Context: an optimization exercise on an open-source flow, tuned for small area. The choices shown serve that exercise and are no tape-out recipe. Function was checked by simulation only, so behaviour that the tests miss may differ from the original. Power figures rest on the tool's default switching activity, not on a simulated workload.

### design/flow/design.v
package cov_mon_pkg;
  localparam int Q_W = 23;                      
  localparam int R_W = 10;
  localparam logic [Q_W-1:0] Q_SAT = 23'd4294967;
  localparam logic [R_W-1:0] R_SAT = 10'd295;
  localparam logic [R_W-1:0] R_TOP = 10'd999;
  localparam logic [15:0] WDOG_LIMIT = 16'd50000;
endpackage
module cov_stall_channel (
  input  logic        clock,
  input  logic        reset,
  input  logic        en,
  input  logic        clr,
  input  logic [29:0] cov_i,
  input  logic        mask_i,
  output logic        stall_i,
  output logic        zero_o,      
  output logic [22:0] q_o,
  output logic [9:0]  r_o
);
  logic [29:0] snap_q;
  logic [22:0] q_q;
  logic [9:0]  r_q;
  logic        chg, zero, sat, wrap, inc;
  assign chg  = cov_i != snap_q;
  assign zero = clr | (en & chg);
  assign sat  = ((q_q & cov_mon_pkg::Q_SAT) == cov_mon_pkg::Q_SAT) &&
                ((r_q & cov_mon_pkg::R_SAT) == cov_mon_pkg::R_SAT);
  assign wrap = (r_q & cov_mon_pkg::R_TOP) == cov_mon_pkg::R_TOP;
  assign inc  = en & ~sat;
  always_ff @(posedge clock) begin
    if (!reset) begin
      snap_q <= '0;
      q_q    <= '0;
      r_q    <= '0;
    end else begin
      if (clr | en) snap_q <= cov_i;
      if (zero) begin
        q_q <= '0;
        r_q <= '0;
      end else if (inc) begin
        if (wrap) begin
          r_q <= '0;
          q_q <= q_q + 1'b1;
        end else begin
          r_q <= r_q + 1'b1;
        end
      end
    end
  end
  assign stall_i = mask_i & ((|q_q[22:11]) | (q_q[10:0] > cov_i[29:19]));
  assign zero_o  = zero;
  assign q_o     = q_q;
  assign r_o     = r_q;
endmodule
module cov_stall_monitor (
  input  logic         clock,
  input  logic         reset,
  input  logic         en,
  input  logic [119:0] cov,
  input  logic [3:0]   ch_mask,
  input  logic         done,
  input  logic         irq_ack,
  output logic         irq,
  output logic [4:0]   irq_cause,
  output logic [31:0]  stall_cnt_max
);
  logic        fired_q, drain_q;
  logic [4:0]  cause_q;
  logic [15:0] wdog_q;
  logic [31:0] max_q;
  logic [5:0]  ge_q;
  logic [3:0]  stall, zero;
  logic [22:0] q [4];
  logic [9:0]  r [4];
  logic        ack_ok, clr, wd_hit, idle, hold_end;
  assign idle   = ~fired_q & ~drain_q;
  assign ack_ok = en & fired_q & irq_ack;
  assign clr    = done | ack_ok;
  assign wd_hit = (wdog_q & cov_mon_pkg::WDOG_LIMIT) == cov_mon_pkg::WDOG_LIMIT;
  assign hold_end = &wdog_q[3:0];
  for (genvar i = 0; i < 4; i++) begin : g_ch
    cov_stall_channel u_ch (
      .clock   (clock),
      .reset   (reset),
      .en      (en),
      .clr     (clr),
      .cov_i   (cov[i*30 +: 30]),
      .mask_i  (ch_mask[i]),
      .stall_i (stall[i]),
      .zero_o  (zero[i]),
      .q_o     (q[i]),
      .r_o     (r[i])
    );
  end
  logic [3:0] top;
  assign top[0] =  ge_q[0] &  ge_q[1] &  ge_q[2];
  assign top[1] = ~ge_q[0] &  ge_q[3] &  ge_q[4];
  assign top[2] = ~ge_q[1] & ~ge_q[3] &  ge_q[5];
  assign top[3] = ~ge_q[2] & ~ge_q[4] & ~ge_q[5];
  logic [22:0] q_m;
  logic [9:0]  r_m;
  always_comb begin
    q_m = '0;
    r_m = '0;
    for (int i = 0; i < 4; i++) begin
      q_m = q_m | ({23{top[i]}} & q[i]);
      r_m = r_m | ({10{top[i]}} & r[i]);
    end
  end
  logic [28:0] hi;
  assign hi = 29'({q_m, r_m[9:3]}) - 29'({q_m, 1'b0}) - 29'(q_m);
  logic [5:0] ge_d;
  assign ge_d[0] = zero[1] | (~zero[0] & ge_q[0]);
  assign ge_d[1] = zero[2] | (~zero[0] & ge_q[1]);
  assign ge_d[2] = zero[3] | (~zero[0] & ge_q[2]);
  assign ge_d[3] = zero[2] | (~zero[1] & ge_q[3]);
  assign ge_d[4] = zero[3] | (~zero[1] & ge_q[4]);
  assign ge_d[5] = zero[3] | (~zero[2] & ge_q[5]);
  always_ff @(posedge clock) begin
    if (!reset) begin
      fired_q <= 1'b0;
      drain_q <= 1'b0;
      cause_q <= '0;
      wdog_q  <= '0;
      max_q   <= '0;
      ge_q    <= '1;
    end else begin
      max_q <= {hi, r_m[2:0]};
      ge_q  <= ge_d;
      if (clr) wdog_q <= '0;
      else if (en) begin
        if (drain_q) wdog_q <= hold_end ? 16'd0 : wdog_q + 1'b1;
        else if (!wd_hit) wdog_q <= wdog_q + 1'b1;
      end
      if (done) begin
        fired_q <= 1'b0;
        drain_q <= 1'b0;
        cause_q <= '0;
      end else if (en) begin
        if (idle) begin
          if ((|stall) || wd_hit) begin
            fired_q <= 1'b1;
            cause_q <= {wd_hit, stall};
          end
        end else if (fired_q) begin
          if (irq_ack) begin
            fired_q <= 1'b0;
            drain_q <= 1'b1;
          end
        end else begin
          if (hold_end) drain_q <= 1'b0;
        end
      end
    end
  end
  assign irq           = fired_q;
  assign irq_cause     = cause_q;
  assign stall_cnt_max = max_q;
endmodule
### design/flow/run.sh
#!/bin/bash
# synth_recipe.tcl (not shown) runs the flow's synth.tcl, then flattens the netlist and writes it again
# the make line also repeats each setting of config.mk as NAME=value (left out here)
make -C /OpenROAD-flow-scripts/flow DESIGN_CONFIG=/design/flow/config.mk WORK_HOME=/design/flow/orfs CLKGATE_MAP_FILE= SYNTH_SCRIPT=/design/flow/synth_recipe.tcl finish
### design/flow/config.mk
export PLATFORM = sky130hd
export DESIGN_NAME = cov_stall_monitor
export DESIGN_NICKNAME = cov_stall_monitor
export VERILOG_FILES = /design/flow/design.v
export SDC_FILE = /design/flow/constraint.sdc
export NUM_CORES = 4
export LEC_CHECK = 0
export CAP_MARGIN = 20
export CORE_MARGIN = 2
export CORE_UTILIZATION = 40
export SLEW_MARGIN = 20
### design/flow/constraint.sdc
create_clock -name core_clock -period 8.5 [get_ports {clock}]
set_input_delay 1.7000 -clock core_clock [delete_from_list [all_inputs] [get_ports {clock}]]
set_output_delay 1.7000 -clock core_clock [all_outputs]
set_load 0.01 [all_outputs]
==> results of run 1 <==
how the worst max path moves through the flow:
stage / start / to / slack (ns) / cells past startpoint
detailed placement: en / g_ch[0].u_ch.r_q[6]$_SDFFE_PP0P_ / 3.16 / 8
CTS: ge_q[2]$_SDFF_PN1_ / max_q[29]$_SDFF_PN0_ / 3.71 / 13
global placement: en / g_ch[0].u_ch.r_q[5]$_SDFFE_PP0P_ / 3.30 / 8
finish: ge_q[2]$_SDFF_PN1_ / max_q[29]$_SDFF_PN0_ / 3.67 / 13
floorplan: ge_q[0]$_SDFF_PN1_ / max_q[29]$_SDFF_PN0_ / 4.28 / 15
global route: ge_q[2]$_SDFF_PN1_ / max_q[31]$_SDFF_PN0_ / 3.36 / 13
cells by family after synthesis:
family / Yosys count
compound gates: 385
xor+xnor: 248
fa+ha+maj: 106
buf+inv: 192
flops: 313
mux: 13
simple gates: 874
flip-flops by register name, summed over array words and instances (netlist names):
register,count
wdog_q,16
fired_q,1
max_q,32
g_ch.u_ch.r_q,40
cause_q,5
g_ch.u_ch.snap_q,120
g_ch.u_ch.q_q,92
ge_q,6
drain_q,1
layout make-up:
class                      count  area share, %
clock buffer                  56           5.35
clock inverter                 8          0.534
inverter                     101           1.80
multi-input combinational   1626           50.7
sequential                   313           29.7
tap                          592           3.51
timing repair buffer         180           8.36
per-layer routing:
metal | routed length (um) | global-route usage (%) | up-vias
met5 | 13 | 0 | -
met4 | 1410 | 6.83 | 2
met3 | 2850 | 4.31 | 95
met2 | 22800 | 35.2 | 388
met1 | 22300 | 27.7 | 7272
li1 | - | - | 7623
layout by cell type, fill, tap and decap left out, drive strengths merged, types with 7 or more instances in the layout:
| cell type | count |
|---|---|
| a22o | 19 |
| mux2i | 13 |
| o21ai | 49 |
| and4 | 16 |
| a21o | 17 |
| nand4 | 63 |
| nand3b | 8 |
| a21oi | 74 |
| a211oi | 9 |
| nor4 | 34 |
| or3 | 25 |
| xor2 | 137 |
| a21boi | 123 |
| clkdlybuf4s50 | 165 |
| nand2b | 10 |
| ha | 85 |
| nor2b | 7 |
| a221oi | 18 |
| nand3 | 59 |
| a22oi | 27 |
| nand2 | 361 |
| inv | 101 |
| fa | 21 |
| dfxtp | 313 |
| and3 | 28 |
| nor2 | 166 |
| and2 | 21 |
| buf | 15 |
| xnor2 | 111 |
| clkbuf | 56 |
| nor3 | 47 |
per-stage QoR:
stage / std cells / setup WS [ns] / power (mW) / cell area [um2] / hold slack [ns]
2_1_floorplan: 2131 / 4.28 / 1.71 / 17700 / 0.451
3_3_place_gp: 2812 / 3.30 / 1.82 / 19900 / 0.461
3_5_place_dp: 2812 / 3.16 / 1.83 / 19900 / 0.468
4_1_cts: 2876 / 3.71 / 3.47 / 21100 / 0.475
5_1_grt: 2876 / 3.36 / 3.55 / 21100 / 0.494
6_report: 2876 / 3.67 / 3.43 / 21100 / 0.472
power groups by stage:
stage	sequential [mW]	combinational, mW	clock (mW)
2_1_floorplan	1.56	0.149	0
3_3_place_gp	1.56	0.262	0
3_5_place_dp	1.56	0.267	0
4_1_cts	1.53	0.269	1.67
5_1_grt	1.53	0.295	1.72
6_report	1.53	0.265	1.63
tightest hold or removal path, cell delays in order, from the launching register on:
cell and delay (ns):
dfxtp_1 0.31, nand2_1 0.05, a21boi_0 0.06
==> run notes, run 1 <==
* Data required, critical path: 8.93 ns
* Library cell used as clock root buffer: clkbuf_16
* Worst clock skew on the final layout: 0.0275 ns
- After synthesis the netlist holds a flip-flop and latch count of approximately 310.
- Sequential elements use a little over a third of the synthesized area.
* Port Buf Inserts: between 150 and 200
- Standby leakage power: 8.19 nW
- Entering global routing, the biggest net connects between 90 and 100 pins.
- The initial antenna violation count came to 1.
* Maximum operating frequency: just over 200 MHz
- Internal power comes to around 2.6 mW.
* Detailed-router iteration count before antenna repair: 5
- Sink Count: 313
- After floorplanning, the core was divided into 77 placement rows.
- The critical path is of the reg -> reg type.
* Depth of the worst hold-timing path: 2
- Gp weighted congestion: 0.944
- Total die area: 0.0459 mm2
- The startpoint identified for the worst hold timing path is g_ch[0].u_ch.snap_q[28]$_SDFFE_PN0P_.
- The area growth from synthesis to layout is 19.4%.
- Summing all multi-input logic gate instances after layout gives roughly 0.011 mm2.
* Leading register cell type out of synthesis: dfxtp_1
* Number of max-cap violations: 0
* RR Startpoint: ge_q[2]$_SDFF_PN1_
* Final core utilization: between 40% and 50%
- Setup violations remaining at the end of the flow were counted as 0.
- For the pin with the worst max-slew slack, the measured transition is 1.05 ns.
- TritonCTS built the clock tree.
- Hold endpoint: g_ch[0].u_ch.snap_q[28]$_SDFFE_PN0P_
- Global-route wire length before repair: 79700 um
- Unrepaired setup endpoints after global routing: false
* Iter 0 DRT Violations: about 980
- Proportion of total power due to net switching: between 20% and 30%
- 0 antenna diodes ended up in the layout.
* Path category of the worst min-delay check: reg -> reg
- Fill cells in the final layout number 4296.
- Routed via count: approximately 15k
- Nature of the critical path startpoint: flip-flop
- For this design the top-level I/O count stands at about 170.
- The number of global-route vias before repair is 14.9k.
* Capturing point of the worst reg2reg path: max_q[29]$_SDFF_PN0_
- Sequential cell area: 0.00627 mm2
- Summing the areas of all fa, ha and maj instances in the mapped netlist gives under 10% of the synthesized area.
- Yosys instantiated no cell more often than nand2_1.
- Share of flip-flops with an asynchronous set or reset after synthesis: 0%
- Starting density of the core: a little over 40%
- Parity-gate share of the synthesized area counting xor and xnor cells: about an eighth
- The core region is around 0.044 mm2.
- Final Net Count: between 2k and 2.5k
- Post-CTS timing repair inserted 0 buffers for setup.
* Die span in y: 214 um
- Number of flops mapped to enable cells by yosys: 0
* Net switching power: between 0.8 and 0.9 mW
* Fin. Hold Viols: 0
* DRC violation count after routing: 0
- Synthesis handed over a netlist of around 2.1k instances.
* Total power density per cell area: roughly 160 mW/mm2
* Synth Area in Simple Gates: approximately a quarter
- Buffers & Inverters on Critical Path: 1
- Summed over all layers, the routed wires come to around 49000 um.
- Clock network latency to the later pin of the worst-skew pair: 0.57 ns
* Overall global routing resource usage: between 20% and 30%
* Fraction of the mapped netlist area in compound gates: 15.5%
- Sequential fraction of design power: about 45%
- For this run, the slowest stage of the critical path takes approximately 0.82 ns.
* Cell types with the largest area share after synthesis: dfxtp_1, nand2_1, xor2_1, ha_1, xnor2_1
* Final Critical Period: 4.83 ns
* Average detailed-routed wire length per instance: roughly 17 um
- Cts-stage hold buffer count: 0
- Number of library cell types mapped by synthesis: 80
- Max-Slew Margin vs Limit: between 20% and 30%
- In this run the biggest area consumer among cell types represents 35.4% of the synthesized area.
- Critical path endpoint category: flip-flop
* Final antenna-violating net count: 0
* Clock network power share: around 48%
- Ranked by instance count, the synthesized netlist is headed by nand2_1, dfxtp_1, nor2_1.
* Post-Syn Nets: between 2k and 2.5k
* Critical Path Fanout Max: 32
- Data arrival at the endpoint of the critical path: roughly 5.3 ns
* Max stage delay cell, worst path: a221oi_1
- Number of buffers created by CTS: 38
- After synthesis, the share of cell area in mux cells is 0.736%.
* Maximum count of clock buffers along a single path: 3
- Syn avg cell area: between 8 and 9 um2
- Summed over all failing endpoints, the final setup total negative slack is 0 ns.
- Result of the run: finished clean
- Combinational family with the most area after synthesis: simple AND/OR/NAND/NOR gates
- Detailed placement ended at an HPWL of approximately 37000 um.
- Cell-by-cell listing of the critical path: and3_1 > buf_4 > a22o_1 > a221oi_1 > fa_1 > ha_1 > o211ai_1 > a21oi_2 > o2111ai_1 > a2111o_1 > a2111oi_4 > o31a_1 > nor3b_2
- Netlist Area Pre-Place: 0.0177 mm2
- Summed over all layers, the global routing overflow is 0.
- After clock tree synthesis, the clock-pin slew on the worst setup and hold paths is 0.06 ns.
* Total of cells resized after clock tree synthesis: 0
- The die is around 210 um wide.
- In the finished design, the share of the clock period the worst path needs comes to roughly 57%.
* Comb power frac: under 10%
- Vias/cell: 5.35
- Grouping stages by cell kind, the critical path spends the most delay in compound AO/OA/AOI/OAI gates.
- Of all cell types, the one taking the most synthesized area is dfxtp_1.
* Worst reg-to-reg setup slack: roughly 3.7 ns
- The H-tree was split into 2 levels.
- Yosys warning count: 4
- Worst voltage drop across the vdd grid: 0.129 mV
- R2R depth: 13
- Fraction of layout cells with a size suffix above 1: about 4.4%
- Max Slew Vio Count: 0
==> inputs of run 2 (changes only) <==
--- a/design/flow/design.v
+++ b/design/flow/design.v
@@ -12,45 +12,58 @@
   input  logic        en,
   input  logic        clr,
+  input  logic        step_q,      
+  input  logic        snz_q,       
   input  logic [29:0] cov_i,
   input  logic        mask_i,
   output logic        stall_i,
   output logic        zero_o,      
-  output logic [22:0] q_o,
+  output logic [22:0] q_o,         
   output logic [9:0]  r_o
 );
   logic [29:0] snap_q;
-  logic [22:0] q_q;
-  logic [9:0]  r_q;
-  logic        chg, zero, sat, wrap, inc;
-  assign chg  = cov_i != snap_q;
-  assign zero = clr | (en & chg);
-  assign sat  = ((q_q & cov_mon_pkg::Q_SAT) == cov_mon_pkg::Q_SAT) &&
-                ((r_q & cov_mon_pkg::R_SAT) == cov_mon_pkg::R_SAT);
-  assign wrap = (r_q & cov_mon_pkg::R_TOP) == cov_mon_pkg::R_TOP;
-  assign inc  = en & ~sat;
-  always_ff @(posedge clock) begin
-    if (!reset) begin
-      snap_q <= '0;
-      q_q    <= '0;
-      r_q    <= '0;
-    end else begin
-      if (clr | en) snap_q <= cov_i;
-      if (zero) begin
-        q_q <= '0;
-        r_q <= '0;
-      end else if (inc) begin
-        if (wrap) begin
-          r_q <= '0;
-          q_q <= q_q + 1'b1;
-        end else begin
-          r_q <= r_q + 1'b1;
-        end
+  logic [22:0] pq_q, cq;
+  logic [9:0]  pr_q, cr;
+  logic        zero_q;
+  logic        chg, sat, wrap, inc;
+  logic [11:0] cmp;
+  assign sat  = ((pq_q & cov_mon_pkg::Q_SAT) == cov_mon_pkg::Q_SAT) &&
+                ((pr_q & cov_mon_pkg::R_SAT) == cov_mon_pkg::R_SAT);
+  assign wrap = (pr_q & cov_mon_pkg::R_TOP) == cov_mon_pkg::R_TOP;
+  assign inc  = step_q & ~sat;
+  always_comb begin
+    cq = pq_q;
+    cr = pr_q;
+    if (zero_q) begin
+      cq = '0;
+      cr = '0;
+    end else if (inc) begin
+      if (wrap) begin
+        cr = '0;
+        cq = pq_q + 1'b1;
+      end else begin
+        cr = pr_q + 1'b1;
       end
     end
   end
-  assign stall_i = mask_i & ((|q_q[22:11]) | (q_q[10:0] > cov_i[29:19]));
-  assign zero_o  = zero;
-  assign q_o     = q_q;
-  assign r_o     = r_q;
+  assign chg = snz_q ? (|cov_i) : (cov_i != snap_q);
+  always_ff @(posedge clock) begin
+    if (clr | en) snap_q <= cov_i;
+  end
+  always_ff @(posedge clock) begin
+    if (!reset) begin
+      pq_q   <= '0;
+      pr_q   <= '0;
+      zero_q <= 1'b1;
+    end else begin
+      pq_q   <= cq;
+      pr_q   <= cr;
+      zero_q <= clr | (en & chg);
+    end
+  end
+  assign cmp     = {1'b0, pq_q[10:0]} + {1'b0, ~cov_i[29:19]} + {11'd0, inc & wrap};
+  assign stall_i = mask_i & ~zero_q & ((|pq_q[22:11]) | cmp[11]);
+  assign zero_o  = zero_q;
+  assign q_o     = pq_q;
+  assign r_o     = pr_q;
 endmodule
 module cov_stall_monitor (
@@ -69,5 +82,6 @@
   logic [4:0]  cause_q;
   logic [15:0] wdog_q;
-  logic [31:0] max_q;
+  logic        step_q;
+  logic        snz_q;    
   logic [5:0]  ge_q;
   logic [3:0]  stall, zero;
@@ -86,4 +100,6 @@
       .en      (en),
       .clr     (clr),
+      .step_q  (step_q),
+      .snz_q   (snz_q),
       .cov_i   (cov[i*30 +: 30]),
       .mask_i  (ch_mask[i]),
@@ -124,9 +140,11 @@
       cause_q <= '0;
       wdog_q  <= '0;
-      max_q   <= '0;
+      step_q  <= 1'b0;
+      snz_q   <= 1'b1;
       ge_q    <= '1;
     end else begin
-      max_q <= {hi, r_m[2:0]};
-      ge_q  <= ge_d;
+      step_q <= en;
+      if (clr | en) snz_q <= 1'b0;
+      ge_q   <= ge_d;
       if (clr) wdog_q <= '0;
       else if (en) begin
@@ -157,4 +175,4 @@
   assign irq           = fired_q;
   assign irq_cause     = cause_q;
-  assign stall_cnt_max = max_q;
+  assign stall_cnt_max = {hi, r_m[2:0]};
 endmodule
--- a/design/flow/config.mk
+++ b/design/flow/config.mk
@@ -9,3 +9,4 @@
 export CORE_MARGIN = 2
 export CORE_UTILIZATION = 40
+export CTS_BUF_LIST = sky130_fd_sc_hd__clkbuf_2 sky130_fd_sc_hd__clkbuf_4 sky130_fd_sc_hd__clkbuf_8
 export SLEW_MARGIN = 20
==> run notes, run 2 <==
- Result of the run: finished clean
* Global-route congestion overflow total: 0
* Yosys warning count: 4
- Comb power frac: under 10%
- Iter 0 DRT Violations: 927
- For this run, the register share of the synthesized area comes to roughly 43%.
* Library cell used as clock root buffer: clkbuf_8
* Overall global routing resource usage: a little over a fifth
- Net switching power: 0.725 mW
- The max-slew violation total from the final report is 0.
* Post-Syn Nets: ~1.9k
* Synthesized instance count: between 1.5k and 2k
* Sink Count: 287
- Max reg flops: between 100 and 150
- Data arrives at the worst endpoint at 5.75 ns.
* Syn avg cell area: 9.76 um2
- Die span in y: 204 um
* Clock input transition at the sequential cells of the worst setup and hold paths: roughly 0.060 ns
* Vias/cell: ~5.4
- Area used by multi-input combinational logic: 0.00861 mm2
- Number of buffers created by CTS: 50
- In the layout the commonest cells are nor2_1, xor2_1, dfxtp_1.
- TritonCTS built the clock tree.
- Post-DP HPWL: between 30000 and 40000 um
* Cell types with the largest area share after synthesis: edfxtp_1, dfxtp_1, xor2_1, ha_1, xnor2_1
* Leading register cell type out of synthesis: dfxtp_1
- Row count: 73
- Total die area: between 0.04 and 0.05 mm2
- Nature of the critical path startpoint: flip-flop
* Register with the most flip-flops: g_ch.u_ch.snap_q
* Type of the setup path with the least slack: reg -> out
- Summed over all layers, the routed wires come to roughly 46000 um.
- 167 I/O pins were placed.
- Sorting the synthesized cells by how often they occur yields nor2_1, xor2_1, dfxtp_1.
- The net count of the finished layout is ~2.1k.
* Critical path endpoint category: output pin
- Largest net degree at the start of global routing: 65
- Final setup violating endpoints: 0
* Registers with the most flip-flops: g_ch.u_ch.snap_q: 120 flops, g_ch.u_ch.pq_q: 92 flops, g_ch.u_ch.pr_q: 40 flops
* Share of flip-flops with an asynchronous set or reset after synthesis: 0%
- After filler insertion, the fill cell instance count of the layout stands at about 3.8k.
* Final antenna-violating net count: 0
- In this run the worst hold path is classified as reg -> reg.
- Routed via count: 13.1k
- Summing all flip-flop and latch instances after layout gives 0.00695 mm2.
* Worst voltage drop across the vdd grid: 0.0987 mV
* Number of library cell types mapped by synthesis: 72
- Input and output buffers added on the ports amount to about 170.
- The clock passes through at most 3 buffers.
- Unrepaired setup endpoints after global routing: false
- Cts-stage hold buffer count: 0
* Maximum operating frequency: around 130 MHz
* Number of flops mapped to enable cells by yosys: 120
- The core region is slightly below 0.04 mm2.
- Data on the critical path is required at its endpoint by slightly below 7 ns.
* Netlist Area Pre-Place: around 0.016 mm2
- The number of setup buffers added after CTS is 0.
- Slew at the pin closest to its max-slew limit: 1.15 ns
* Share of the clock period used by the worst path: between 80% and 90%
- Number of max-cap violations: 0
- The initial antenna violation count was 0.
- In this run the biggest area consumer among cell types represents approximately 22% of the synthesized area.
- In this run the power density over the cells is between 150 and 200 mW/mm2.
- Clock network power share: about 44%
* Most area-hungry cell type in the Yosys netlist: edfxtp_1
* Critical Path Fanout Max: 32
* Minimum setup slack in the final design: approximately 1.0 ns
* Worst slack, placed: 1.67 ns
* Standby leakage power: between 7 and 8 nW
- Yosys reg bits: between 200 and 300
* Fraction of layout cells with a size suffix above 1: between 6 and 7%
* Final Critical Period: approximately 7.5 ns
* Most frequent cell after synthesis: nor2_1
* R2R depth: 9
* Total of cells resized after clock tree synthesis: 0
* Number of global-route vias before repair: around 13k
- In the routed design, unresolved DRC markers number 0.
- For this configuration, the core starts out at a cell density of roughly 41%.
* Internal power contribution: 2.38 mW
- CTS built an H-tree with a depth of 2.
- From left edge to right edge, the die measures just over 200 um.
- Gp weighted congestion: between 0.8 and 0.9
* Proportion of total power due to net switching: between 20% and 30%
- Clock latency on the worst-skew pair, taken at its later pin, is between 0.5 and 0.6 ns.
* Max-Slew Margin vs Limit: between 20% and 30%
- The worst hold path was traced through 2 stages.
- After detailed routing, the average wire length per cell comes to 19.0 um.
- Post-route setup TNS: 0 ns
- Clock skew on the completed layout was measured at 0.0144 ns.
- Most frequent standard cell in the layout excluding fill and tap cells: nor2_1
- Signed area change from the synthesized netlist to the final layout: 20.7%
* Detailed-router iteration count before antenna repair: 5
* Global-route wire length before repair: between 70000 and 80000 um
- Fin. Hold Viols: 0
- The repair_antennas step left the layout with diodes totalling 0.
- Per report_power, the sequential group accounts for between 40% and 50% of the total.
==> run 2: power groups by stage <==
stage / registers [mW] / logic, mW / clock network (mW)
after CTS: 1.52 / 0.227 / 1.39
after global placement: 1.55 / 0.222 / 0
after detailed placement: 1.55 / 0.225 / 0
after global routing: 1.53 / 0.246 / 1.44
final: 1.52 / 0.224 / 1.35
after floorplan: 1.55 / 0.103 / 0
==> run 2: critical path, cell delays in order, from the launching register on <==
cell             delay (ns)
dfxtp_1                0.35
and3_1                 0.57
a22o_1                 0.40
a221oi_1               0.53
fa_1                   0.55
ha_1                   0.38
o21ai_0                0.11
o21bai_1               0.14
a21oi_1                0.14
o31ai_1                0.53
a41o_2                 0.36
a211oi_1               0.10
o31ai_1                0.29
xnor2_1                0.15
clkdlybuf4s50_1        0.55
==> run 2: cell type report <==
cell class | instances | area share [%]
Multi-Input combinational cell | 1221 | 44.4
Timing Repair Buffer | 173 | 8.84
Inverter | 101 | 1.96
Sequential cell | 287 | 35.8
Clock inverter | 22 | 0.917
Tap cell | 525 | 3.39
Clock buffer | 70 | 4.62
==> run 2: logic make-up after synthesis <==
family                   after synthesis  synth area share [%]
AND/OR/NAND/NOR                      609                  18.9
flip-flops                           287                  43.3
XOR/XNOR                             271                  14.8
multiplexers                           8                 0.499
adder cells (fa/ha/maj)              106                  9.24
AO/OA/AOI/OAI                        227                  10.0
buffers and inverters                137                  3.25
==> run 2: final timing paths <==
| check | from | endpoint | slack [ns] |
|---|---|---|---|
| setup / recovery | ge_q[2]$_SDFF_PN1_ | stall_cnt_max[31] | 1.05 |
| hold / removal | cause_q[2]$_SDFFE_PP0P_ | cause_q[2]$_SDFFE_PP0P_ | 0.46 |
| setup reg to reg | g_ch[2].u_ch.pr_q[0]$_SDFFE_PP0N_ | g_ch[2].u_ch.pq_q[18]$_SDFFE_PP0N_ | 5.38 |
| hold reg to reg | cause_q[2]$_SDFFE_PP0P_ | cause_q[2]$_SDFFE_PP0P_ | 0.46 |
==> run 2: metal layers <==
metal  vias up  share of wire (%)  wire length (um)  global-route usage (%)
met5         -                  0                 0                       0
met4         0                3.4              1530                    8.07
met3        88                6.7              3060                    4.85
met2       407                 47             21300                    36.6
met1      6271                 43             19700                    27.7
li1       6291                  -                 -                       -
==> run 2: stage by stage <==
step / cell area, um2 / hold WS (ns) / util, % / power, mW / cells
2_1_floorplan: 16100 / 0.454 / - / 1.65 / 1645
3_3_place_gp: 18300 / 0.451 / 46.2 / 1.77 / 2307
3_5_place_dp: 18300 / 0.453 / 46.2 / 1.78 / 2307
4_1_cts: 19400 / 0.463 / 48.9 / 3.14 / 2399
5_1_grt: 19400 / 0.498 / 48.9 / 3.22 / 2399
6_report: 19400 / 0.463 / 48.9 / 3.10 / 2399
==> inputs of run 3 (changes only) <==
--- a/design/flow/config.mk
+++ b/design/flow/config.mk
@@ -9,4 +9,3 @@
 export CORE_MARGIN = 2
 export CORE_UTILIZATION = 40
-export CTS_BUF_LIST = sky130_fd_sc_hd__clkbuf_2 sky130_fd_sc_hd__clkbuf_4 sky130_fd_sc_hd__clkbuf_8
 export SLEW_MARGIN = 20
==> run notes, run 3 <==
- Number of flops mapped to enable cells by yosys: between 100 and 150
* Number of buffers created by CTS: 34
- The number of global-route vias before repair is between 10k and 15k.
- Antenna fix cells: 0
- Worst hold path startpoint: cause_q[2]$_SDFFE_PP0P_
- approximately 170 I/O pins were placed.
- Slew at the pin closest to its max-slew limit: ~1.1 ns
- Summed over all nets, the half-perimeter wirelength after detailed placement is between 30000 and 40000 um.
- Cell types with the largest area share after synthesis: edfxtp_1, dfxtp_1, xor2_1, ha_1, xnor2_1
- Top library cells by usage in the layout, fill and taps aside: nor2_1, xor2_1, dfxtp_1
* Share of the clock period used by the worst path: about 87%
- In this run switching power makes up between 20% and 30% of total power.
* Clock input transition at the sequential cells of the worst setup and hold paths: around 0.070 ns
* Depth of the worst hold-timing path: 2
* Routed via count: roughly 13k
* Starting density of the core: between 40% and 50%
- Final Critical Period: roughly 7.4 ns
* DRC violation count after routing: 0
* Final antenna-violating net count: 0
- The clock tree synthesis step divided the H-tree into 2 levels.
- Syn avg cell area: about 9.8 um2
- For this block, the initial DRC count from the detailed router was slightly above 900.
- Post-CTS setup repair buffer count: 0
- Most frequent cell after synthesis: nor2_1
* Non-Filler Instances: about 2.4k
- Library cell used as clock root buffer: clkbuf_16
* Cell area after placement: ~0.018 mm2
- STA classifies the critical path endpoint as an output pin.
- Commonest cells in the synthesized netlist: nor2_1, xor2_1, dfxtp_1
- Area of the core: ~0.04 mm2
- TritonCTS built the clock tree.
* Unrepaired setup endpoints after global routing: false
- Cell-by-cell listing of the critical path: and3_1 > a22o_1 > a221oi_1 > fa_1 > ha_1 > o21ai_0 > o21bai_1 > a21oi_1 > o31ai_1 > a41o_2 > a211oi_1 > o31ai_1 > xnor2_1 > clkdlybuf4s50_1
* Fraction of layout cells with a size suffix above 1: between 4 and 5%
* Overall global routing resource usage: approximately 22%
- The most used flip-flop cell after synthesis is dfxtp_1.
* Most frequent standard cell in the layout excluding fill and tap cells: nor2_1
- On the critical path, the stage with the largest delay is an instance of and3_1.
- Result of the run: finished clean
- The most numerous cell type found on the critical path is o31ai_1.
* Number of library cell types mapped by synthesis: 72
- The register with the most flip-flops in the layout has 120 of them.
- In this run the tool buffered the top-level ports with 166 buffer cells.
- Die span in y: 204 um
* Global-route congestion overflow total: 0
- Proportion of synthesized chip area in sequential cells: 43.3%
- Sequential fraction of design power: roughly half
* Netlist Area Pre-Place: between 0.015 and 0.02 mm2
* Maximum operating frequency: around 140 MHz
* Clock network power share: between 40 and 50%
* Final core utilization: about half
- Post-Syn Nets: 1880
- The startpoint identified for the worst register-to-register timing path is g_ch[2].u_ch.pr_q[0]$_SDFFE_PP0N_.
* Area used by multi-input combinational logic: 0.00861 mm2
- Row count: 73
- Summing all flip-flop and latch instances after layout gives between 0.006 and 0.007 mm2.
- Registers with the most flip-flops: g_ch.u_ch.snap_q: 120 flops, g_ch.u_ch.pq_q: 92 flops, g_ch.u_ch.pr_q: 40 flops
- The clock arrives with around 0.019 ns of skew.
* Capturing point of the worst reg2reg path: g_ch[2].u_ch.pq_q[18]$_SDFFE_PP0N_
- Once placement completed, the tool counted placed cells totaling approximately 2.3k.
- Maximum count of clock buffers along a single path: 3
- Of the total power, combinational logic draws between 7 and 8%.
* Buffers & Inverters on Critical Path: 1
- Total power density per cell area: between 150 and 200 mW/mm2
- The initial antenna violation count is 0.
* Stage delay of the slowest cell on the critical path: 0.56 ns
- The pre-antenna-repair detailed-routing pass consisted of 7 iterations.
* Delay-heaviest family, CP: compound AO/OA/AOI/OAI gates
* Total of cells resized after clock tree synthesis: 0
- Largest net degree at the start of global routing: 65
- Along the worst path, the maximum fanout reaches 32.
- At the end of routability-driven placement, the weighted congestion stood at just under 0.9.
- The critical path in this run is classified as reg -> out.
- Sink Count: ~290
- Most area-hungry cell type in the Yosys netlist: edfxtp_1
- Vias/cell: between 5 and 6
* Standby leakage power: roughly 7 nW
* Internal power contribution: approximately 2.4 mW
- The synthesized design devotes to its leading area cell type between 20% and 30% of total area.
* Chip Width: 204 um
- The tightest min-delay check is of the reg -> reg type.
* Yosys warning count: 4
- Across the run, the number of max-cap violations was 0.
* Net switching power: around 0.73 mW
- The die covers around 0.042 mm2.
- Headroom to the max-slew limit came out at between 20 and 30%.
- The first global-routing pass estimated ~70000 um of wire.
- After routing the design area is between 0.015 and 0.02 mm2.
- Clock network latency to the later pin of the worst-skew pair: approximately 0.52 ns
- The routed design has roughly 45000 um of wire.
- In the final design database the tool counted 2053 nets.
- Hold endpoint: cause_q[2]$_SDFFE_PP0P_
* Data required, critical path: between 6 and 7 ns
- The setup check on the worst reg-to-reg path leaves a slack of ~5.3 ns.
* Synthesized instance count: about 1.6k
- Measured in cells, the most critical reg-to-reg path has a length of 9.
- Of all flip-flops after synthesis, the portion carrying an async set or reset was 0%.
- IR analysis of the VDD net gives a maximum drop of 0.115 mV.
- Max Slew Vio Count: 0
- STA puts the critical path data arrival time at approximately 5.7 ns.
- Setup total negative slack on the finished layout was measured at 0 ns.
- The synthesized design contains 287 register bits.
* Register with the most flip-flops: g_ch.u_ch.snap_q
- Signed area change from the synthesized netlist to the final layout: 20.7%
* Nature of the critical path startpoint: flip-flop
- Dividing the detail-routed wire length by the instance count gives roughly 19 um.
* Cts-stage hold buffer count: 0
- Fill cells: 3748
- Fin. Hold Viols: 0
- Setup violations remaining at the end of the flow were counted as 0.
==> run 3: cell counts after synthesis <==
Identical to the previous run, type by type.
==> run 3: tightest hold or removal path: stages, from the launching register on <==
cell and delay [ns]:
dfxtp_1 0.31, nand2_1 0.05, o22ai_1 0.05
==> run 3: power by group through the flow <==
stage	sequential [mW]	combinational (mW)	clock, mW
finish	1.52	0.224	1.39
global route	1.53	0.245	1.47
CTS	1.52	0.227	1.42
detailed placement	1.55	0.225	0
global placement	1.55	0.222	0
floorplan	1.55	0.103	0
==> run 3: worst max path at each step <==
stage / cells after the start / startpoint / endpoint
CTS: 14 / ge_q[2]$_SDFF_PN1_ / stall_cnt_max[31]
floorplan: 15 / ge_q[0]$_SDFF_PN1_ / stall_cnt_max[31]
detailed placement: 14 / ge_q[2]$_SDFF_PN1_ / stall_cnt_max[31]
global route: 14 / ge_q[2]$_SDFF_PN1_ / stall_cnt_max[31]
finish: 14 / ge_q[2]$_SDFF_PN1_ / stall_cnt_max[31]
global placement: 14 / ge_q[2]$_SDFF_PN1_ / stall_cnt_max[31]
==> run 3: cell families (layout without fill, tap and decap cells) <==
logic type	count (synthesis)	in the layout	synth area share (%)
buf+inv	137	336	3.25
flops	287	287	43.3
mux	8	8	0.499
simple gates	609	609	18.9
fa+ha+maj	106	106	9.24
compound gates	227	227	10.0
xor+xnor	271	271	14.8
==> run 3: final cells by class <==
class	instances	share of cell area, %
clock inverters	21	0.833
clock buffers	41	4.68
inverters	101	1.96
well taps	525	3.39
repair buffers	173	8.85
flip-flops and latches	287	35.9
multi-input cells	1221	44.4
==> run 3: per-stage QoR <==
| stage | total power, mW | hold slack, ns | setup WS [ns] |
|---|---|---|---|
| final | 3.14 | 0.464 | 1.10 |
| after global routing | 3.24 | 0.498 | 0.655 |
| after floorplan | 1.65 | 0.454 | 2.77 |
| after detailed placement | 1.78 | 0.453 | 1.67 |
| after CTS | 3.17 | 0.463 | 1.10 |
| after global placement | 1.77 | 0.451 | 1.81 |
==> run 3: per-layer routing <==
layer  part of all wire, %  routed length [um]  global-route usage [%]  vias to the layer above
li1                      -                   -                       -                     6257
met1                    44               19900                    27.6                     6291
met2                    47               21200                    36.8                      359
met3                   5.9                2660                    4.19                       90
met4                   3.4                1540                    7.48                        0
met5                     0                   0                       0                        -
==> inputs of run 4 (changes only) <==
--- a/design/flow/config.mk
+++ b/design/flow/config.mk
@@ -9,3 +9,6 @@
 export CORE_MARGIN = 2
 export CORE_UTILIZATION = 40
+export CTS_BUF_LIST = sky130_fd_sc_hd__clkbuf_4
+export CTS_CLUSTER_DIAMETER = 35
+export CTS_CLUSTER_SIZE = 10
 export SLEW_MARGIN = 20
==> run notes, run 4 <==
- Fin. Hold Viols: 0
- For this configuration, the core starts out at a cell density of approximately two fifths.
* Worst voltage drop across the vdd grid: slightly below 0.08 mV
- Yosys warning count: 4
* Number of max-cap violations: 0
- IO Count: around 170
- Vias/cell: around 5.4
- The floorplan has between 70 and 80 rows.
- After technology mapping, the gate count stands at 1645.
- Library cell used as clock root buffer: clkbuf_4
- The final route contains about 13k vias.
- For this block, the routed nets add up to around 46000 um of wire.
* Max-Slew Margin vs Limit: 25.0%
- At the worst endpoint, the required time is approximately 6.8 ns.
* Maximum level of the CTS H-tree: 2
- The routed design could run at a clock period as short as ~7.7 ns.
- After filler insertion, the fill cell instance count of the layout stands at 3769.
* Maximum count of clock buffers along a single path: 3
- The die covers 0.0418 mm2.
* Slew at the pin closest to its max-slew limit: between 1 and 1.5 ns
- The min-delay analysis places its worst path in the category reg -> reg.
- The max-slew violation total from the final report was 0.
- Between clock sinks in the finished design, the worst skew comes to around 0.039 ns.
* Number of antenna violations at the first check in global routing: 1
* Register with the most flip-flops: g_ch.u_ch.snap_q
- The count of buffers added on input and output ports is approximately 170.
* Global-route wire length before repair: roughly 72000 um
- Clock network latency to the later pin of the worst-skew pair: around 0.79 ns
- Total of cells resized after clock tree synthesis: 0
- Counting flops with a built-in enable in the synthesized netlist gives 120.
* Chip Width: just over 200 um
- Clock input transition at the sequential cells of the worst setup and hold paths: roughly 0.1 ns
- In the synthesized netlist the dominant register cell turns out to be dfxtp_1.
- DRC violation count after routing: 0
* TritonCTS clock tree: built
- Fraction of layout cells with a size suffix above 1: 6.88%
* Max reg flops: 120
* Number of buffers created by CTS: 57
* Unrepaired setup endpoints after global routing: false
* Share of flip-flops with an asynchronous set or reset after synthesis: 0%
* Most frequent standard cell in the layout excluding fill and tap cells: nor2_1
- Cts-stage hold buffer count: 0
- Sorting the synthesized cells by how often they occur yields nor2_1, xor2_1, dfxtp_1.
- Average detailed-routed wire length per instance: 18.9 um
- Critical path endpoint category: output pin
- For this design the ratio of total power to cell area is ~160 mW/mm2.
- After the first detailed-routing iteration, the DRC count stood at 910.
- Maximum operating frequency: 131 MHz
- Worst hold slack: 0.467 ns
* Number of library cell types mapped by synthesis: 72
* Post-DP HPWL: approximately 35000 um
- Proportion of synthesized chip area in sequential cells: 43.3%
- Die span in y: 204 um
- The top cell types in the final layout, fill and taps aside, are nor2_1, xor2_1, dfxtp_1.
* Netlist Area Pre-Place: 0.0161 mm2
* Overall global routing resource usage: roughly 22%
* Area share of the leading cell type in the synthesized netlist: 22.4%
- Most frequent cell after synthesis: nor2_1
- Largest net degree at the start of global routing: 65
- Data arrival at the endpoint of the critical path: between 5 and 6 ns
* Gp weighted congestion: between 0.8 and 0.9
- Standby leakage power: slightly above 7 nW
* Post-route setup TNS: 0 ns
* Sink Count: around 290
* Syn avg cell area: 9.76 um2
- Post-Syn Nets: 1880
- Area of the core: a little under 0.04 mm2
- After synthesis, the cell types taking the most area are edfxtp_1, dfxtp_1, xor2_1, ha_1, xnor2_1.
- The worst setup path is launched from a flip-flop.
- Post-CTS timing repair inserted 0 buffers for setup.
- Most area-hungry cell type in the Yosys netlist: edfxtp_1
- Final setup violating endpoints: 0
- The critical path in this run is classified as reg -> out.
- Before antenna repair, the detailed router went through 5 iterations.
- Number of global-route vias before repair: approximately 13k
* Critical Path Fanout Max: 32
- Share of the clock period used by the worst path: 90.0%
- Result of the run: finished clean
* Global-route congestion overflow total: 0
* Registers with the most flip-flops: g_ch.u_ch.snap_q: 120 flops, g_ch.u_ch.pq_q: 92 flops, g_ch.u_ch.pr_q: 40 flops
* Yosys reg bits: ~290
- Final antenna-violating net count: 0
- Compared with the post-synthesis result, the final layout area differs by 20.4%.
- Final Net Count: 2076
[run 4: cell counts after synthesis]
No cell type changed its count.
[run 4: final cells by class]
type / count / area, um2 / area share (%)
Sequential cell: 287 / 6950 / 35.9
Clock inverter: 46 / 567 / 2.93
Inverter: 101 / 379 / 1.96
Timing Repair Buffer: 173 / 1710 / 8.87
Clock buffer: 61 / 458 / 2.37
Antenna cell: 1 / 2.50 / 0.0129
Tap cell: 525 / 657 / 3.40
Multi-Input combinational cell: 1221 / 8610 / 44.5
[run 4: per-stage QoR]
step / power [mW] / utilization, % / instances / worst slack [ns] / instance area (um2)
CTS: 3.15 / 48.8 / 2414 / 0.770 / 19300
floorplan: 1.65 / - / 1645 / 2.77 / 16100
finish: 3.11 / 48.8 / 2415 / 0.848 / 19300
detailed placement: 1.78 / 46.2 / 2307 / 1.67 / 18300
global route: 3.23 / 48.8 / 2415 / 0.351 / 19300
global placement: 1.77 / 46.2 / 2307 / 1.81 / 18300
[run 4: worst paths after layout]
kind	startpoint	endpoint	slack (ns)	depth (start not counted)
max	ge_q[2]$_SDFF_PN1_	stall_cnt_max[31]	0.85	14
min	cause_q[2]$_SDFFE_PP0P_	cause_q[2]$_SDFFE_PP0P_	0.47	2
max reg2reg	g_ch[2].u_ch.pr_q[0]$_SDFFE_PP0N_	g_ch[2].u_ch.pq_q[18]$_SDFFE_PP0N_	5.31	9
min reg2reg	cause_q[2]$_SDFFE_PP0P_	cause_q[2]$_SDFFE_PP0P_	0.47	2
[run 4: layer usage]
metal,global-route usage (%),wire length (um)
met5,0,0
met4,9.14,1550
met3,4.83,3040
met2,36.7,21300
met1,27.6,19700
[run 4: report_power, final]
part           internal (mW)  switching, mW
registers               1.50         0.0258
logic                  0.108          0.115
clock network          0.725          0.643
[run 4: cell families after synthesis]
kind of cell | synth area share [%]
AO/OA/AOI/OAI | 10.0
buffers and inverters | 3.25
XOR/XNOR | 14.8
AND/OR/NAND/NOR | 18.9
multiplexers | 0.499
flip-flops | 43.3
adder cells (fa/ha/maj) | 9.24
[run 4: worst max-delay path, stage by stage, from the launching register on]
cell             delay (ns)
dfxtp_1                0.36
and3_1                 0.57
a22o_1                 0.39
a221oi_1               0.52
fa_1                   0.54
ha_1                   0.38
o21ai_0                0.12
o21bai_1               0.14
a21oi_1                0.14
o31ai_1                0.52
a41o_2                 0.36
a211oi_1               0.10
o31ai_1                0.29
xnor2_1                0.15
clkdlybuf4s50_1        0.55
==> inputs of run 5 (changes only) <==
--- a/design/flow/config.mk
+++ b/design/flow/config.mk
@@ -9,6 +9,6 @@
 export CORE_MARGIN = 2
 export CORE_UTILIZATION = 40
-export CTS_BUF_LIST = sky130_fd_sc_hd__clkbuf_4
-export CTS_CLUSTER_DIAMETER = 35
-export CTS_CLUSTER_SIZE = 10
+export CTS_BUF_LIST = sky130_fd_sc_hd__clkbuf_8
+export CTS_CLUSTER_DIAMETER = 50
+export CTS_CLUSTER_SIZE = 18
 export SLEW_MARGIN = 20
==> run notes, run 5 <==
- After detailed routing, the number of remaining DRC violations is 0.
* Sink Count: between 200 and 300
* Number of gates on the worst path with buffers counted: 14
- On the critical path, the stage with the largest delay is an instance of and3_1.
- The total area inside the core boundary comes to roughly 0.040 mm2.
- Total power density per cell area: between 100 and 150 mW/mm2
- Top library cells by usage in the layout, fill and taps aside: nor2_1, xor2_1, dfxtp_1
- TritonCTS clock tree: built
* Leading register cell type out of synthesis: dfxtp_1
- Buffers & Inverters on Critical Path: 1
- In the final routed layout, each cell accounts on average for around 19 um.
- Among cell families on the critical path, the largest total delay comes from compound AO/OA/AOI/OAI gates.
- In the global route stage, met1 resource usage came out at roughly 28%.
- Most area-hungry cell type in the Yosys netlist: edfxtp_1
- Antenna fix cells: 0
* Worst hold slack: 0.466 ns
- In this run the remaining antenna-violating nets after routing total 0.
- RR Startpoint: g_ch[2].u_ch.pr_q[0]$_SDFFE_PP0N_
- Slew at the pin closest to its max-slew limit: about 1.1 ns
- The number of hold violations in the final report is 0.
- Data required, critical path: between 6 and 7 ns
- Gp weighted congestion: between 0.8 and 0.9
- Chip Width: 204 um
- Result of the run: finished clean
- Proportion of synthesized chip area in sequential cells: 43.3%
* Maximum operating frequency: between 100 and 150 MHz
- In the final timing run, aggregate negative setup slack is 0 ns.
- Most frequent cell after synthesis: nor2_1
* Maximum level of the CTS H-tree: 2
- For this run, global-route usage on met3 was measured as 4.40%.
- The Yosys step of the flow raised 4 warnings.
* Commonest cells in the synthesized netlist: nor2_1, xor2_1, dfxtp_1
- Global routing consumed, over all layers together, a little over a fifth of the routing resources.
- The top cell type by area accounts for between 20% and 30% of the synthesized area.
* Vias/cell: 5.46
- Leaving out fill and tap cells, the most frequent cell in the layout is nor2_1.
- Type of the setup path with the least slack: reg -> out
* Largest net degree at the start of global routing: 65
- Stage delay of the slowest cell on the critical path: 0.56 ns
- Yosys mapped a number of flops with a built-in enable equal to 120.
* Global-route wire length before repair: a little over 70000 um
- Met2 Resource Use GR: a little over a third
- Post-CTS setup repair buffer count: 0
- In this run the cell area of the synthesized design comes to 0.0161 mm2.
- The final route contains 12.9k vias.
- The number of cells on the worst reg-to-reg path is 9.
- Compared with the post-synthesis result, the final layout area differs by 18.7%.
- The number of global-route vias before repair was about 13k.
- Final Net Count: 2055
- Registers with the most flip-flops: g_ch.u_ch.snap_q: 120 flops, g_ch.u_ch.pq_q: 92 flops, g_ch.u_ch.pr_q: 40 flops
* Die span in y: about 200 um
* Share of flip-flops with an asynchronous set or reset after synthesis: 0%
- Share of the clock period used by the worst path: 87.4%
- IO Count: 167
- Final setup violating endpoints: 0
- The analysis attributes to cell leakage a power of 7.06 nW.
* Worst clock skew on the final layout: approximately 0.033 ns
- Worst voltage drop across the vdd grid: 0.0853 mV
* Clock input transition at the sequential cells of the worst setup and hold paths: 0.08 ns
- For hold timing, the worst endpoint is cause_q[2]$_SDFFE_PP0P_.
- STA classifies the critical path startpoint as a flip-flop.
* Unrepaired setup endpoints after global routing: false
* Syn avg cell area: 9.76 um2
- Port Buf Inserts: 166
* Library cell used as clock root buffer: clkbuf_8
- Yosys reg bits: 287
- The register with the most flip-flops in the final layout is g_ch.u_ch.snap_q.
- Detailed-router iteration count before antenna repair: 6
- Cell types with the largest area share after synthesis: edfxtp_1, dfxtp_1, xor2_1, ha_1, xnor2_1
- Detailed placement ended at an HPWL of about 35000 um.
- Total die area: approximately 0.042 mm2
* Path category of the worst min-delay check: reg -> reg
- Subtracting the final worst setup slack from the clock period gives around 7.4 ns.
- The max-slew violation total from the final report was 0.
- Critical path endpoint category: output pin
* Iter 0 DRT Violations: a little over 800
- The critical path goes through and3_1 > a22o_1 > a221oi_1 > fa_1 > ha_1 > o21ai_0 > o21bai_1 > a21oi_1 > o31ai_1 > a41o_2 > a211oi_1 > o31ai_1 > xnor2_1 > clkdlybuf4s50_1.
* Fraction of layout cells with a size suffix above 1: a little under 5%
- For this run the aggregate overflow at the end of global routing stands at 0.
* Cts-stage hold buffer count: 0
- Clock network latency to the later pin of the worst-skew pair: about 0.58 ns
* Starting density of the core: ~40%
- The routed design has approximately 45000 um of wire.
- Post-Syn Nets: 1880
- Non-Filler Instances: about 2.4k
* Row count: 73
- The initial antenna violation count was 0.
- In this run, post-CTS repair resized a total of 0 instances.
- Of all nets on the critical path, the largest fanout is 32.
- The startpoint identified for the worst hold timing path is cause_q[2]$_SDFFE_PP0P_.
- STA puts the critical path data arrival time at around 5.7 ns.
- The clock passes through at most 3 buffers.
- The worst register-to-register path has a setup slack of around 5.4 ns.
* Most congested layer reported by global routing: met2
- In this run the tightest slew margin relative to its limit is between 20 and 30%.
- Across the run, the number of max-cap violations was 0.
- Once placement completed, the tool counted placed cells totaling between 2k and 2.5k.
* Cell repeated most along the worst path: o31ai_1
- Counting instances, the worst hold path has a depth of 2.
- Capturing point of the worst reg2reg path: g_ch[2].u_ch.pq_q[18]$_SDFFE_PP0N_
- The number of clock buffers added by TritonCTS is 36.
- After synthesis, the netlist uses just over 70 different library cells.
- Synthesis produced roughly 1.6k cells.
- The register with the most flip-flops in the layout has between 100 and 150 of them.
-- run 5: cell count changes in the layout (fill, tap and decap cells not counted), sizes merged --
cell / change
bufinv: -10
clkinv: -9
diode: -1
inv: -1
clkbuf: -23
-- run 5: power breakdown --
part / switching, mW / internal [mW]
logic: 0.115 / 0.108
clock network: 0.589 / 0.479
registers: 0.0257 / 1.50
total: 0.729 / 2.08
-- run 5: per-layer routing --
layer / vias to the layer above / routed length, um
li1: 6263 / -
met1: 6187 / 19300
met2: 390 / 21100
met3: 99 / 3040
met4: 0 / 1790
met5: - / 0
-- run 5: through the flow --
| step | setup slack (ns) | utilization [%] | area (um2) | total power [mW] |
|---|---|---|---|---|
| after floorplan | 2.77 | - | 16100 | 1.65 |
| after global placement | 1.81 | 46.2 | 18300 | 1.77 |
| after CTS | 1.03 | 48.1 | 19100 | 2.85 |
| after global routing | 0.585 | 48.1 | 19100 | 2.92 |
| after detailed placement | 1.67 | 46.2 | 18300 | 1.78 |
| final | 1.07 | 48.1 | 19100 | 2.81 |
-- run 5: worst max-delay path by stage --
stage	slack [ns]	endpoint	startpoint
finish	1.07	stall_cnt_max[31]	ge_q[2]$_SDFF_PN1_
global route	0.58	stall_cnt_max[31]	ge_q[2]$_SDFF_PN1_
CTS	1.03	stall_cnt_max[31]	ge_q[2]$_SDFF_PN1_
detailed placement	1.67	stall_cnt_max[31]	ge_q[2]$_SDFF_PN1_
global placement	1.81	stall_cnt_max[31]	ge_q[2]$_SDFF_PN1_
floorplan	2.77	stall_cnt_max[31]	ge_q[0]$_SDFF_PN1_
-- run 5: layout make-up --
type,instances,area [um2]
Timing Repair Buffer,173,1710
Multi-Input combinational cell,1221,8610
Inverter,101,379
Sequential cell,287,6950
Fill cell,3796,20600
Tap cell,525,657
Clock buffer,38,523
Clock inverter,26,229
-- run 5: worst reg2reg max path, stage by stage (launching register included) --
cell and delay [ns]:
dfxtp_1 0.40, ha_1 0.22, nand4_1 0.23, nor3_1 0.49, and2_1 0.43, nand4_1 0.36, nor3_1 0.52, nand3_1 0.16
xor2_1 0.15, nor2_1 0.05
-- run 5: kinds of logic after synthesis --
logic type | count (synthesis) | share of synthesized area (%)
simple gates | 609 | 18.9
compound gates | 227 | 10.0
flops | 287 | 43.3
fa+ha+maj | 106 | 9.24
buf+inv | 137 | 3.25
xor+xnor | 271 | 14.8
mux | 8 | 0.499
==> inputs of run 6 (changes only) <==
==> design/flow/flow/run.sh (new file) <==
#!/bin/bash
# Standard layout (the standard.sh) with these changes:
#  - synthesis maps the logic with an area-oriented ABC script (flow/area.abc) in place of
#    ORFS's speed script; everything else in the synthesis (registers included) is unchanged;
#  - the port buffers are the smallest buffer cell;
#  - clock tree: small clock buffers in small clusters, no dummy loads.
# ORFS writes each step's full log under orfs/logs/; make's own output goes to standard_own.log.
set -euo pipefail
W=$PWD
cp config.mk config_own.mk
cat >> config_own.mk <<'EOC'
export BUFFER_PORTS_ARGS = -buffer_cell sky130_fd_sc_hd__buf_1
export CTS_ARGS = -sink_clustering_enable -repair_clock_nets -dont_use_dummy_load -buf_list sky130_fd_sc_hd__clkbuf_8 -sink_clustering_size 20 -sink_clustering_max_diameter 60
EOC
{
  echo 'proc abc {args} {'
  echo '  set i [lsearch $args -script]'
  echo "  if {\$i >= 0} { set args [lreplace \$args \$i [expr {\$i + 1}] -script $W/flow/area.abc] }"
  echo '  yosys abc {*}$args'
  echo '}'
  cat synth_recipe.tcl
} > synth_own.tcl
sed -e "s#DESIGN_CONFIG=[^ ]*#DESIGN_CONFIG=$W/config_own.mk#" \
    -e "s#SYNTH_SCRIPT=[^ ]*#SYNTH_SCRIPT=$W/synth_own.tcl#" standard.sh > standard_own.sh
grep -q "config_own.mk" standard_own.sh
grep -q "synth_own.tcl" standard_own.sh
bash standard_own.sh > standard_own.log 2>&1
==> design/flow/flow/area.abc (new file) <==
strash
&get -n
&fraig -x
&put
scorr
dc2
strash
&get -n
&dch -f
&nf -a -R 1000
&put
==> design/flow/standard.sh (new file) <==
#!/bin/bash
# synth_recipe.tcl (not shown) runs the flow's synth.tcl, then flattens the netlist and writes it again
# the make line also repeats each setting of config.mk as NAME=value (left out here)
make -C /OpenROAD-flow-scripts/flow DESIGN_CONFIG=/design/flow/config.mk WORK_HOME=/design/flow/orfs CLKGATE_MAP_FILE= SYNTH_SCRIPT=/design/flow/synth_recipe.tcl "${@:-finish}"
--- a/design/flow/config.mk
+++ b/design/flow/config.mk
@@ -9,6 +9,3 @@
 export CORE_MARGIN = 2
 export CORE_UTILIZATION = 40
-export CTS_BUF_LIST = sky130_fd_sc_hd__clkbuf_8
-export CTS_CLUSTER_DIAMETER = 50
-export CTS_CLUSTER_SIZE = 18
 export SLEW_MARGIN = 20
removed: design/flow/run.sh
==> run notes, run 6 <==
* Library cell used as clock root buffer: clkbuf_8
- Signed area change from the synthesized netlist to the final layout: 12.1%
- Worst clock skew on the final layout: about 0.097 ns
- Most frequent standard cell in the layout excluding fill and tap cells: dfxtp_1
- Clock input transition at the sequential cells of the worst setup and hold paths: approximately 0.09 ns
* Internal power contribution: ~1.9 mW
- Row count: slightly above 70
- Number of global-route vias before repair: between 10k and 15k
- Fill cells: ~3.7k
* Stage delay of the slowest cell on the critical path: approximately 0.46 ns
- Max-cap violations in this run came to 0.
- Result of the run: finished clean
- Registers with the most flip-flops: g_ch.u_ch.snap_q: 120 flops, g_ch.u_ch.pq_q: 92 flops, g_ch.u_ch.pr_q: 40 flops
- In this run switching power makes up 24.3% of total power.
- The number of hold violations in the final report came to 0.
- Sequential fraction of design power: approximately three fifths
* TritonCTS clock tree: built
* Sequential cell area: between 0.006 and 0.007 mm2
- Yosys warning count: 4
* Vias/cell: 5.66
- IO Count: 167
* Post-Syn Nets: ~1.8k
* Post-DP HPWL: about 34000 um
* Post-Route WL: 44000 um
* Maximum level of the CTS H-tree: 1
- After detailed routing, the average wire length per cell comes to 19.1 um.
- Iter 0 DRT Violations: roughly 1.2k
- Commonest cells in the synthesized netlist: dfxtp_1, clkinv_1, a21oi_1
- For this run, the register share of the synthesized area comes to roughly 45%.
- Comb power frac: roughly 7.6%
- Final core utilization: a little under half
- For this run, asynchronously set or reset flops after synthesis account for 0%.
- The die covers between 0.03 and 0.04 mm2.
- In this run, the clock network consumes a little under a third of the power.
* Number of flops mapped to enable cells by yosys: between 100 and 150
* Detailed-router iteration count before antenna repair: 8
* Share of the clock period used by the worst path: 93.2%
- Critical path endpoint category: output pin
- At the worst endpoint, the required time is 6.80 ns.
* Number of placed cells counting well taps: between 2k and 2.5k
* Largest net degree at the start of global routing: 66
* Power after layout: 2.46 mW
- Before CTS, the worst setup slack after placement is roughly 0.21 ns.
* Routed via count: 13.0k
* Most area-hungry cell type in the Yosys netlist: edfxtp_1
- By area the synthesized netlist is led by edfxtp_1, dfxtp_1, ha_1, a21oi_1, clkinv_1.
- The core region is ~0.038 mm2.
- Once detail routing completed, the nets flagged for antenna violations numbered 0.
- Max Slew Vio Count: 0
- After synthesis, the largest area contributor takes up roughly a quarter of total cell area.
- Max-Slew Margin vs Limit: roughly a third
- For the pin with the worst max-slew slack, the measured transition is ~0.97 ns.
* Unrepaired setup endpoints after global routing: false
* Minimum setup slack in the final design: approximately 0.57 ns
- Measured along the y axis, the die boundary spans roughly 200 um.
- Type of the setup path with the least slack: reg -> out
- Once layout is done, the placed cells without fillers occupy between 0.015 and 0.02 mm2.
* Cell area after placement: around 0.017 mm2
- Final Critical Period: just under 8 ns
- The finished layout holds around 2.3k standard cells, fillers aside.
- The most common cell in the synthesized netlist is dfxtp_1.
* Starting density of the core: a little over 40%
- Counting along the longest clock path gives a buffer depth of 3.
- The initial antenna violation count is 0.
- Leading register cell type out of synthesis: dfxtp_1
* DRC violation count after routing: 0
* Register with the most flip-flops: g_ch.u_ch.snap_q
- Clock network latency to the later pin of the worst-skew pair: between 0.6 and 0.7 ns
- For this design, the sink count on the clock tree is about 290.
- Data arrival at the endpoint of the critical path: approximately 6.2 ns
* Standby leakage power: 6.03 nW
- Total power density per cell area: between 100 and 150 mW/mm2
- Number of library cell types mapped by synthesis: 45
- Final setup violating endpoints: 0
* Gp weighted congestion: 0.904
- Syn avg cell area: 9.68 um2
- The slowest stage of the critical path belongs to the cell fa_1.
- The worst setup path is launched from a flip-flop.
* Chip Width: approximately 200 um
- The register with the most flip-flops in the layout has 120 of them.
* Final Net Count: 2027
* Overall global routing resource usage: between 20% and 30%
* Global-route congestion overflow total: 0
- After synthesis the netlist holds a flip-flop and latch count of around 290.
- Worst hold slack: 0.488 ns
- Post-route setup TNS: 0 ns
- Buffers inserted during clock tree synthesis total 29.
- Path category of the worst min-delay check: reg -> reg
- Worst voltage drop across the vdd grid: 0.139 mV
* Area used by multi-input combinational logic: just under 0.008 mm2
- Netlist Area Pre-Place: 0.0153 mm2
- Leaving out fill and tap cells, the most frequent cells in the layout are dfxtp_1, buf_1, clkinv_1.
- Port Buf Inserts: between 150 and 200
* Critical Path Fanout Max: 6
- Synthesis produced a netlist whose cell count is 1580.
* Global-route wire length before repair: slightly below 70000 um
* Net switching power: 0.598 mW
- Cells with a size suffix above 1 make up 3.35% of the layout.
* Maximum operating frequency: around 130 MHz
[run 6: cell count changes in the layout (fill, tap and decap cells not counted), sizes merged, moves of 51 or more]
cell	previous run	this run
nor2	186	88
inv	114	0
xnor2	102	43
nor3	32	83
clkinv	7	148
buf	7	181
xor2	169	54
clkdlybuf4s50	166	0
a21oi	45	138
[run 6: critical path: cells and delay by family (launching register included)]
family | cells | cell delay, ns
xor+xnor | 1 | 0.13
flops | 1 | 0.38
simple gates | 6 | 0.89
compound gates | 20 | 3.01
fa+ha+maj | 2 | 0.78
buf+inv | 3 | 0.42
[run 6: logic make-up (layout without fill, tap and decap cells)]
kind of cell             count (synthesis)  in the layout  share of synthesized area (%)
other                                    0              1                              0
buffers and inverters                  148            358                           3.63
adder cells (fa/ha/maj)                106            106                           9.70
multiplexers                            11             11                          0.720
AND/OR/NAND/NOR                        551            551                           18.9
XOR/XNOR                                97             97                           5.55
flip-flops                             287            287                           45.4
AO/OA/AOI/OAI                          380            380                           16.1
[run 6: path summary, 6_finish.rpt]
check,end,slack [ns],startpoint,cells past startpoint
min reg2reg,wdog_q[12]$_SDFFE_PP0P_,0.49,wdog_q[12]$_SDFFE_PP0P_,1
max,stall_cnt_max[31],0.57,ge_q[1]$_SDFF_PN1_,32
min,wdog_q[12]$_SDFFE_PP0P_,0.49,wdog_q[12]$_SDFFE_PP0P_,1
max reg2reg,g_ch[1].u_ch.pq_q[21]$_SDFFE_PP0N_,4.39,g_ch[1].u_ch.pq_q[0]$_SDFFE_PP0N_,19
[run 6: area by class of cell]
cell class	instances	share of cell area, %
multi-input cells	1145	45.9
flip-flops and latches	287	40.5
repair buffers	181	4.31
well taps	511	3.73
inverters	148	3.24
clock buffers	29	2.33
diodes	1	0.0146
[run 6: power by group through the flow]
stage / sequential, mW / clock, mW / combinational (mW)
floorplan: 1.55 / 0 / 0.101
global placement: 1.56 / 0 / 0.183
detailed placement: 1.56 / 0 / 0.185
CTS: 1.53 / 0.781 / 0.187
global route: 1.53 / 0.831 / 0.207
finish: 1.53 / 0.751 / 0.187
[run 6: per-layer routing]
metal  vias to the layer above  track usage (%)  wire (um)  share of wire [%]
li1                       6373                -          -                  -
met1                      6216             29.2      19400                 44
met2                       380             37.4      20600                 47
met3                        57             3.61       3000                6.8
met4                         0             5.98        905                2.1
met5                         -                0          0                  0
[run 6: repair_timing]
action	in CTS	in global routing
hold buffers	0	0
cloned	0	0
setup buffers	1	1
endpoints found under the hold margin	0	0
pin swaps	3	2
resized for setup	4	14
endpoints found under the setup margin	3	3
==> inputs of run 7 (changes only) <==
--- a/design/flow/flow/run.sh
+++ b/design/flow/flow/run.sh
@@ -11,5 +11,5 @@
 cat >> config_own.mk <<'EOC'
 export BUFFER_PORTS_ARGS = -buffer_cell sky130_fd_sc_hd__buf_1
-export CTS_ARGS = -sink_clustering_enable -repair_clock_nets -dont_use_dummy_load -buf_list sky130_fd_sc_hd__clkbuf_8 -sink_clustering_size 20 -sink_clustering_max_diameter 60
+export CTS_ARGS = -sink_clustering_enable -repair_clock_nets -dont_use_dummy_load -buf_list sky130_fd_sc_hd__clkbuf_16 -sink_clustering_size 32 -sink_clustering_max_diameter 80
 EOC
 {
==> run notes, run 7 <==
* Data arrival at the endpoint of the critical path: around 6.3 ns
- Summed over all layers, the routed wires come to between 40000 and 50000 um.
- Entering global routing, the biggest net connects between 60 and 70 pins.
- The core region is about 0.038 mm2.
- STA puts the critical path data required time at ~6.8 ns.
- Slew at the pin closest to its max-slew limit: about 0.96 ns
- Counting buffers and inverters, the worst setup path is 33 cells deep.
- For the final database, setup skew stands at ~0.07 ns.
- At the end of the flow the core is filled with cells to between 40% and 50%.
* Syn avg cell area: just under 10 um2
* Critical path endpoint category: output pin
* R2R depth: 18
- Among all flip-flop cells after synthesis, the most frequent one is dfxtp_1.
- Result of the run: finished clean
- Detailed-router iteration count before antenna repair: 10
* Nature of the critical path startpoint: flip-flop
- Final Net Count: between 2k and 2.5k
- The number of different library cells used by synthesis comes to 45.
- In this design, the stage delay of the slowest critical-path cell is 0.41 ns.
- Standby leakage power: just over 6 nW
- Number of antenna violations at the first check in global routing: 0
- Yosys mapped a number of flops with a built-in enable equal to 120.
* Global-route congestion overflow total: 0
- Minimum setup slack in the final design: between 0.4 and 0.5 ns
- Total die area: about 0.04 mm2
* Commonest cells in the synthesized netlist: dfxtp_1, clkinv_1, a21oi_1
- Post-Syn Nets: about 1.8k
* Global-route wire length before repair: ~68000 um
- The number of global-route vias before repair was around 12k.
- Share of flip-flops with an asynchronous set or reset after synthesis: 0%
- Gp weighted congestion: 0.904
* Final setup violating endpoints: 0
* Number of buffers created by CTS: 20
- Cell area after placement: around 0.017 mm2
* Register with the most flip-flops: g_ch.u_ch.snap_q
- Worst slack, placed: 0.205 ns
- Fin. Hold Viols: 0
- Comb power frac: 7.2%
- Cell repeated most along the worst path: o21bai_1
- Port Buf Inserts: roughly 170
* Total power density per cell area: 150 mW/mm2
* Iter 0 DRT Violations: 1169
- Setup crit start: ge_q[2]$_SDFF_PN1_
* Final Critical Period: 8.00 ns
- Most frequent standard cell in the layout excluding fill and tap cells: dfxtp_1
- By startpoint and endpoint, the worst setup path is classified as reg -> out.
* Path category of the worst min-delay check: reg -> reg
- Worst hold slack: approximately 0.5 ns
- After routing the design area is 0.0173 mm2.
- Maximum level of the CTS H-tree: 1
- DRC violation count after routing: 0
* Critical Path Fanout Max: 9
- Worst voltage drop across the vdd grid: roughly 0.16 mV
- Netlist Area Pre-Place: 0.0153 mm2
- Delay-heaviest family, CP: compound AO/OA/AOI/OAI gates
- Across the run, the number of max-cap violations was 0.
* Max stage delay cell, worst path: fa_1
- Cells with a size suffix above 1 make up between 2 and 3% of the layout.
- Detailed placement ended at an HPWL of 34300 um.
- The register with the most flip-flops in the layout has 120 of them.
- Max-Slew Margin vs Limit: 36.1%
- Registers with the most flip-flops: g_ch.u_ch.snap_q: 120 flops, g_ch.u_ch.pq_q: 92 flops, g_ch.u_ch.pr_q: 40 flops
* Vias/cell: between 5 and 6
- Clock input transition at the sequential cells of the worst setup and hold paths: 0.09 ns
- Internal power contribution: 1.98 mW
* Signed area change from the synthesized netlist to the final layout: 12.9%
- Yosys warning count: 4
* Area share of the leading cell type in the synthesized netlist: a little under a quarter
- Clock network power share: approximately a third
- In this run, post-CTS hold repair placed 0 buffers.
- Counting both buffers and inverters, the worst setup path holds a total of 4.
[run 7: final timing paths]
| path | end | slack (ns) |
|---|---|---|
| max | stall_cnt_max[31] | 0.50 |
| max reg2reg | g_ch[3].u_ch.pq_q[22]$_SDFFE_PP0N_ | 4.42 |
| min | g_ch[1].u_ch.pr_q[3]$_SDFFE_PP0N_ | 0.49 |
| min reg2reg | g_ch[1].u_ch.pr_q[3]$_SDFFE_PP0N_ | 0.49 |
[run 7: metal layers]
metal	up-vias	track usage (%)	share of wire (%)	wire, um
li1	6366	-	-	-
met1	6243	29.3	44	19300
met2	383	37.6	47	20600
met3	65	3.17	6.4	2810
met4	0	5.13	2.4	1050
met5	-	0	0	0
[run 7: layout make-up]
type / instances / area (um2) / area share (%)
Sequential cell: 287 / 6950 / 40.2
Antenna cell: 1 / 2.50 / 0.0145
Tap cell: 511 / 639 / 3.70
Inverter: 148 / 556 / 3.22
Multi-Input combinational cell: 1145 / 7870 / 45.6
Timing Repair Buffer: 183 / 758 / 4.39
Clock buffer: 20 / 500 / 2.90
[run 7: power by group through the flow]
| stage | clock network (mW) | registers (mW) | logic (mW) |
|---|---|---|---|
| floorplan | 0 | 1.55 | 0.101 |
| global placement | 0 | 1.56 | 0.183 |
| detailed placement | 0 | 1.56 | 0.185 |
| CTS | 0.901 | 1.53 | 0.187 |
| global route | 0.947 | 1.53 | 0.208 |
| finish | 0.872 | 1.53 | 0.187 |
[run 7: cell families after synthesis]
group / count (synthesis) / synth area share (%)
simple gates: 551 / 18.9
compound gates: 380 / 16.1
flops: 287 / 45.4
buf+inv: 148 / 3.63
fa+ha+maj: 106 / 9.70
xor+xnor: 97 / 5.55
mux: 11 / 0.720
[run 7: worst min-delay path, stage by stage, from the launching register on]
cell      delay, ns
dfxtp_1        0.33
clkinv_1       0.06
a21oi_1        0.06
[run 7: timing repair]
item                                   in CTS  in global routing
resized for setup                           1                 16
setup endpoints to repair                   2                  3
setup buffers                               1                  3
endpoints found under the hold margin       0                  0
pin swaps                                   1                  3
